From an optimization exercise on the open Yosys and OpenROAD flow, aimed at small area and few clock cycles; shortcuts taken in it are not production practice. The RTL was checked by simulation tests, not by an equivalence proof against the original design. Power is estimated from default activity; no workload was simulated.

==> flow/design.v <==
`default_nettype none
package dcache_pkg;
	localparam int word_width      = 32;
	localparam int num_ways        = 2;
	localparam int num_sets        = 8;
	localparam int index_width     = 3;
	localparam int tag_width       = 26;
	localparam int words_per_block = 2;
	localparam int num_frames      = 16;
endpackage
`default_nettype wire
`timescale 1ns/1ps
`default_nettype none
module dcache (
	input  logic        clk,
	input  logic        rst_n,
	input  logic        dp_ren,
	input  logic        dp_wen,
	input  logic [31:0] dp_addr,
	input  logic [31:0] dp_store,
	input  logic        halt,
	output logic        dp_hit,
	output logic [31:0] dp_load,
	output logic        flushed,
	output logic        mem_ren,
	output logic        mem_wen,
	output logic [31:0] mem_addr,
	output logic [31:0] mem_store,
	input  logic        mem_dwait,
	input  logic [31:0] mem_load
);
	logic [25:0] tag_q  [16];   
	logic [31:0] data_q [32];   
	logic [1:0]  sst_q [8];
	logic [31:0] dirty_q;       
	logic [1:0]  fv_q;          
	logic [1:0]  fk_q;          
	logic [25:0] ft_q [2];
	logic [2:0]  fs_q [2];
	logic [1:0]  fw_q;          
	logic [1:0]  fb_q;          
	logic        fgo_q;         
	logic [7:0]  flset_q;
	logic        req;
	logic [25:0] dtag;
	logic [2:0]  didx;
	logic        dw;
	assign req  = dp_ren | dp_wen;
	assign dtag = dp_addr[31:6];
	assign didx = dp_addr[5:3];
	assign dw   = dp_addr[2];
	logic [7:0]  set_oh;
	always_comb begin
		for (int i = 0; i < 8; i++) begin
			set_oh[i] = halt ? flset_q[i] : (didx == 3'(i));
		end
	end
	logic [25:0] tag_r [2];         
	logic [31:0] data_r [2][2];     
	logic [1:0]  valid_r;
	logic [1:0]  sst_r;
	logic [3:0]  dirty_r;           
	always_comb begin
		for (int w = 0; w < 2; w++) begin
			tag_r[w] = '0;
			for (int s = 0; s < 8; s++) begin
				tag_r[w] = tag_r[w] | ({26{set_oh[s]}} & tag_q[2 * s + w]);
			end
			for (int b = 0; b < 2; b++) begin
				data_r[w][b] = '0;
				for (int s = 0; s < 8; s++) begin
					data_r[w][b] = data_r[w][b] | ({32{set_oh[s]}} & data_q[4 * s + 2 * w + b]);
				end
			end
		end
		sst_r   = '0;
		dirty_r = '0;
		for (int s = 0; s < 8; s++) begin
			sst_r   = sst_r | ({2{set_oh[s]}} & sst_q[s]);
			dirty_r = dirty_r | ({4{set_oh[s]}} & dirty_q[4 * s +: 4]);
		end
	end
	logic        m0, m1, hit, hw;
	assign valid_r = {sst_r[1], |sst_r};
	assign m0  = valid_r[0] && (tag_r[0] == dtag);
	assign m1  = valid_r[1] && (tag_r[1] == dtag);
	assign hit = m0 | m1;
	assign hw  = m1;
	logic        victim;
	logic        dv_c, dv_o, wb_need;
	logic        wword;
	logic [1:0] nd0, nd1;
	assign nd0     = 2'(dirty_r[0]) + 2'(dirty_r[1]);
	assign nd1     = 2'(dirty_r[2]) + 2'(dirty_r[3]);
	assign victim  = !valid_r[0] ? 1'b0 : (!valid_r[1] ? 1'b1 :
	                 (nd0 < nd1) ? 1'b0 : ((nd1 < nd0) ? 1'b1 : sst_r[0]));
	assign dv_c    = dirty_r[{victim, dw}];
	assign dv_o    = dirty_r[{victim, ~dw}];
	assign wb_need = dv_c | dv_o;
	assign wword   = dv_c ? dw : ~dw;
	logic        fl_any;
	logic        fl_way, fl_word;
	logic        any_dirty;
	assign fl_any    = |dirty_r;
	assign fl_way    = !(dirty_r[0] | dirty_r[1]);
	assign fl_word   = fl_way ? !dirty_r[2] : !dirty_r[0];
	assign any_dirty = |dirty_q;
	logic        wb_way, wb_word;
	assign wb_way  = halt ? fl_way  : victim;
	assign wb_word = halt ? fl_word : wword;
	logic [1:0]  pend_e;
	logic        pend, busy, miss_go, fill_go, fill_done;
	always_comb begin
		for (int e = 0; e < 2; e++) begin
			pend_e[e] = fv_q[e] && !fk_q[e] && (fs_q[e] == didx) && (fw_q[e] == hw) && (fb_q[e] == dw);
		end
	end
	assign pend = |pend_e;
	assign busy = (fv_q[0] && (fs_q[0] == didx) && (fw_q[0] == victim)) ||
	              (fv_q[1] && (fs_q[1] == didx) && (fw_q[1] == victim));
	assign miss_go   = !fgo_q && req && !hit && !busy && (wb_need || (dp_ren && !fv_q[1]));
	assign fill_go   = fgo_q || (fv_q[0] && !miss_go);
	assign fill_done = fill_go && !mem_dwait;
	logic        fill_wr;    
	logic        hit_ok;     
	logic        miss_ok;    
	logic        clr_en;     
	logic        kill;
	always_comb begin
		hit_ok  = 1'b0;
		miss_ok = 1'b0;
		kill    = 1'b0;
		if (req && hit) begin
			if (dp_wen) begin
				hit_ok = pend_e[0] || !(fill_done && !fk_q[0]);
				kill   = hit_ok && pend;
			end else begin
				hit_ok = !pend || (pend_e[0] && fill_done);
			end
		end else if (req && !busy && !wb_need) begin
			miss_ok = dp_wen ? (!fv_q[1] && !(fill_done && !fk_q[0])) : (miss_go && !mem_dwait);
		end
	end
	assign fill_wr = fill_done && !fk_q[0] && !(kill && pend_e[0]);
	assign clr_en  = mem_wen && !mem_dwait;
	assign dp_hit  = hit_ok || miss_ok;
	assign flushed = halt && !any_dirty && !fv_q[0];
	always_comb begin
		if (hit && !pend) begin
			dp_load = hw ? data_r[1][dw] : data_r[0][dw];
		end else begin
			dp_load = mem_load;
		end
	end
	always_comb begin
		mem_ren   = 1'b0;
		mem_wen   = 1'b0;
		mem_store = data_r[wb_way][wb_word];
		if (fill_go) begin
			mem_ren  = 1'b1;
			mem_addr = {ft_q[0], fs_q[0], fb_q[0], 2'b00};
		end else if (halt) begin
			mem_wen  = fl_any && !fv_q[0];
			mem_addr = {tag_r[fl_way], flset_idx(flset_q), fl_word, 2'b00};
		end else if (wb_need) begin
			mem_wen  = miss_go;
			mem_addr = {tag_r[victim], didx, wword, 2'b00};
		end else begin
			mem_ren  = miss_go;
			mem_addr = {dtag, didx, dw, 2'b00};
		end
	end
	function automatic logic [2:0] flset_idx(input logic [7:0] oh);
		flset_idx = 3'd0;
		for (int i = 0; i < 8; i++) begin
			if (oh[i]) flset_idx = flset_idx | 3'(i);
		end
	endfunction
	logic        wr_way;
	logic [31:0] wdata;
	logic [31:0] wr_en;
	assign wr_way = m1 | (!m0 & victim);
	assign wdata  = (dp_wen && !fill_wr) ? dp_store : mem_load;
	always_comb begin
		for (int i = 0; i < 32; i++) begin
			wr_en[i] = (fill_wr && (i == {fs_q[0], fw_q[0], fb_q[0]})) ||
			           ((hit_ok && dp_wen || miss_ok) && (i == {didx, wr_way, dw}));
		end
	end
	logic fq_new0;
	assign fq_new0 = !fv_q[0] || (fill_done && !fv_q[1]);
	always_ff @(posedge clk) begin
		for (int i = 0; i < 32; i++) begin
			if (wr_en[i]) data_q[i] <= wdata;
		end
		if (miss_ok) begin
			tag_q[{didx, victim}] <= dtag;
		end
		if (fill_done) begin
			ft_q[0] <= ft_q[1];
			fs_q[0] <= fs_q[1];
		end
		if (miss_ok) begin
			if (fq_new0) begin
				ft_q[0] <= dtag;
				fs_q[0] <= didx;
			end else begin
				ft_q[1] <= dtag;
				fs_q[1] <= didx;
			end
		end
	end
	always_ff @(posedge clk, negedge rst_n) begin
		if (!rst_n) begin
			for (int i = 0; i < 8; i++) sst_q[i] <= 2'd0;
			dirty_q <= '0;
			fv_q    <= '0;
			fk_q    <= '0;
			fw_q    <= '0;
			fb_q    <= '0;
			fgo_q   <= 1'b0;
			flset_q <= 8'd1;
		end else begin
			if (clr_en) begin
				dirty_q[{(halt ? flset_idx(flset_q) : didx), wb_way, wb_word}] <= 1'b0;
			end
			if (dp_hit && dp_wen) begin
				dirty_q[{didx, wr_way, dw}] <= 1'b1;
			end
			if (dp_hit) begin
				sst_q[didx] <= (valid_r[1] || (miss_ok && victim)) ? {1'b1, ~wr_way} : 2'd1;
			end
			begin
				logic [1:0] v, k, w, b;
				v = fv_q;
				k = fk_q | ({2{kill}} & pend_e);
				w = fw_q;
				b = fb_q;
				if (fill_done) begin
					v = {1'b0, v[1]};
					k = {1'b0, k[1]};
					w = {1'b0, w[1]};
					b = {1'b0, b[1]};
				end
				if (miss_ok) begin
					if (!v[0]) begin
						v[0] = 1'b1;
						k[0] = 1'b0;
						w[0] = victim;
						b[0] = ~dw;
					end else begin
						v[1] = 1'b1;
						k[1] = 1'b0;
						w[1] = victim;
						b[1] = ~dw;
					end
				end
				fv_q <= v;
				fk_q <= k;
				fw_q <= w;
				fb_q <= b;
			end
			fgo_q <= fill_go && mem_dwait;
			if (halt && !fv_q[0] && !fl_any) begin
				flset_q <= {flset_q[6:0], flset_q[7]};
			end
		end
	end
endmodule
`default_nettype wire
`timescale 1ns/1ps
`default_nettype none
module dcache_top (
	input  wire        clk,
	input  wire        rst_n,
	input  wire        dp_ren,
	input  wire        dp_wen,
	input  wire [31:0] dp_addr,
	input  wire [31:0] dp_store,
	input  wire        halt,
	output wire        dp_hit,
	output wire [31:0] dp_load,
	output wire        flushed,
	output wire        mem_ren,
	output wire        mem_wen,
	output wire [31:0] mem_addr,
	output wire [31:0] mem_store,
	input  wire        mem_dwait,
	input  wire [31:0] mem_load
);
	dcache i_dcache (
		.clk       (clk),
		.rst_n     (rst_n),
		.dp_ren    (dp_ren),
		.dp_wen    (dp_wen),
		.dp_addr   (dp_addr),
		.dp_store  (dp_store),
		.halt      (halt),
		.dp_hit    (dp_hit),
		.dp_load   (dp_load),
		.flushed   (flushed),
		.mem_ren   (mem_ren),
		.mem_wen   (mem_wen),
		.mem_addr  (mem_addr),
		.mem_store (mem_store),
		.mem_dwait (mem_dwait),
		.mem_load  (mem_load)
	);
endmodule
`default_nettype wire
Settings: LEC_CHECK=0, CAP_MARGIN=20, CORE_MARGIN=2, CORE_UTILIZATION=60, CTS_CLUSTER_DIAMETER=150, CTS_CLUSTER_SIZE=20, SLEW_MARGIN=20; clock period 11.0 ns.
run.sh (not shown) runs the stock make flow with config.mk's settings and CLKGATE_MAP_FILE= SYNTH_SCRIPT=/design/flow/synth_recipe.tcl, a recipe that flattens the netlist after the stock synthesis.
The baseline finished clean.
Testbench counts at the start, summed over its fixed seeds: cycles 39,499.
Then changed:
--- a/flow/design.v
+++ b/flow/design.v
@@ -32,6 +32,7 @@
 	logic [25:0] tag_q  [16];   
 	logic [31:0] data_q [32];   
-	logic [1:0]  sst_q [8];
+	logic [15:0] valid_q;       
 	logic [31:0] dirty_q;       
+	logic [7:0]  lru_q;         
 	logic [1:0]  fv_q;          
 	logic [1:0]  fk_q;          
@@ -59,5 +60,4 @@
 	logic [31:0] data_r [2][2];     
 	logic [1:0]  valid_r;
-	logic [1:0]  sst_r;
 	logic [3:0]  dirty_r;           
 	always_comb begin
@@ -74,13 +74,12 @@
 			end
 		end
-		sst_r   = '0;
+		valid_r = '0;
 		dirty_r = '0;
 		for (int s = 0; s < 8; s++) begin
-			sst_r   = sst_r | ({2{set_oh[s]}} & sst_q[s]);
+			valid_r = valid_r | ({2{set_oh[s]}} & valid_q[2 * s +: 2]);
 			dirty_r = dirty_r | ({4{set_oh[s]}} & dirty_q[4 * s +: 4]);
 		end
 	end
 	logic        m0, m1, hit, hw;
-	assign valid_r = {sst_r[1], |sst_r};
 	assign m0  = valid_r[0] && (tag_r[0] == dtag);
 	assign m1  = valid_r[1] && (tag_r[1] == dtag);
@@ -94,5 +93,5 @@
 	assign nd1     = 2'(dirty_r[2]) + 2'(dirty_r[3]);
 	assign victim  = !valid_r[0] ? 1'b0 : (!valid_r[1] ? 1'b1 :
-	                 (nd0 < nd1) ? 1'b0 : ((nd1 < nd0) ? 1'b1 : sst_r[0]));
+	                 (nd0 < nd1) ? 1'b0 : ((nd1 < nd0) ? 1'b1 : lru_q[didx]));
 	assign dv_c    = dirty_r[{victim, dw}];
 	assign dv_o    = dirty_r[{victim, ~dw}];
@@ -213,6 +212,7 @@
 	always_ff @(posedge clk, negedge rst_n) begin
 		if (!rst_n) begin
-			for (int i = 0; i < 8; i++) sst_q[i] <= 2'd0;
+			valid_q <= '0;
 			dirty_q <= '0;
+			lru_q   <= '0;
 			fv_q    <= '0;
 			fk_q    <= '0;
@@ -222,4 +222,7 @@
 			flset_q <= 8'd1;
 		end else begin
+			if (miss_ok) begin
+				valid_q[{didx, victim}] <= 1'b1;
+			end
 			if (clr_en) begin
 				dirty_q[{(halt ? flset_idx(flset_q) : didx), wb_way, wb_word}] <= 1'b0;
@@ -229,5 +232,5 @@
 			end
 			if (dp_hit) begin
-				sst_q[didx] <= (valid_r[1] || (miss_ok && victim)) ? {1'b1, ~wr_way} : 2'd1;
+				lru_q[didx] <= ~wr_way;
 			end
 			begin
Count of clock-buffer cells in the layout goes up by 3. Sequential share of layout area goes down by 0.95 points. Wire length goes up by 2.4%. Design area goes up by 1.9%. Worst setup slack got worse by 0.38 ns. Total power goes up by 2.9%. Cell count goes down by 1.4%. Register-to-register slack got worse by 0.13 ns. Sequential power goes up by about 2%. Combinational power goes up by 12%. Critical path depth goes down by 1.
Testbench counts after the change, summed over its fixed seeds: cycles 39,499.

## port drivers added, routing unchanged
How much do the figures lean on ideal ports? The routed layouts below were timed once more, with nothing changed but the port constraints.
Step 1, drivers: a clkbuf_16 drives clk and a buf_2 each remaining input, both assumed.
Step 2 moves the port delays by t, midway between the first and last clock arrival at a register: inputs arrive t later, outputs are due t later. That takes back most of the time a late clock gives input paths.
Three values: ideal, step 1, step 2; two values: the first two.
| run | t, ns | setup WS [ns] | hold slack, ns | worst data-port slew with drivers (ns) |
|---|---|---|---|---|
| the first run | 0.784 | 0.611 / 0.519 / 0.519 | 0.479 / 0.479 / 0.479 | 0.18 |
| the second run | 0.781 | 0.228 / 0.197 / 0.197 | 0.469 / 0.469 / 0.469 | 0.16 |
After both steps every run listed still meets setup and hold. For the first run, which loses most, drivers alone change the setup slack by -0.092 ns; drivers and shift together by -0.092 ns.
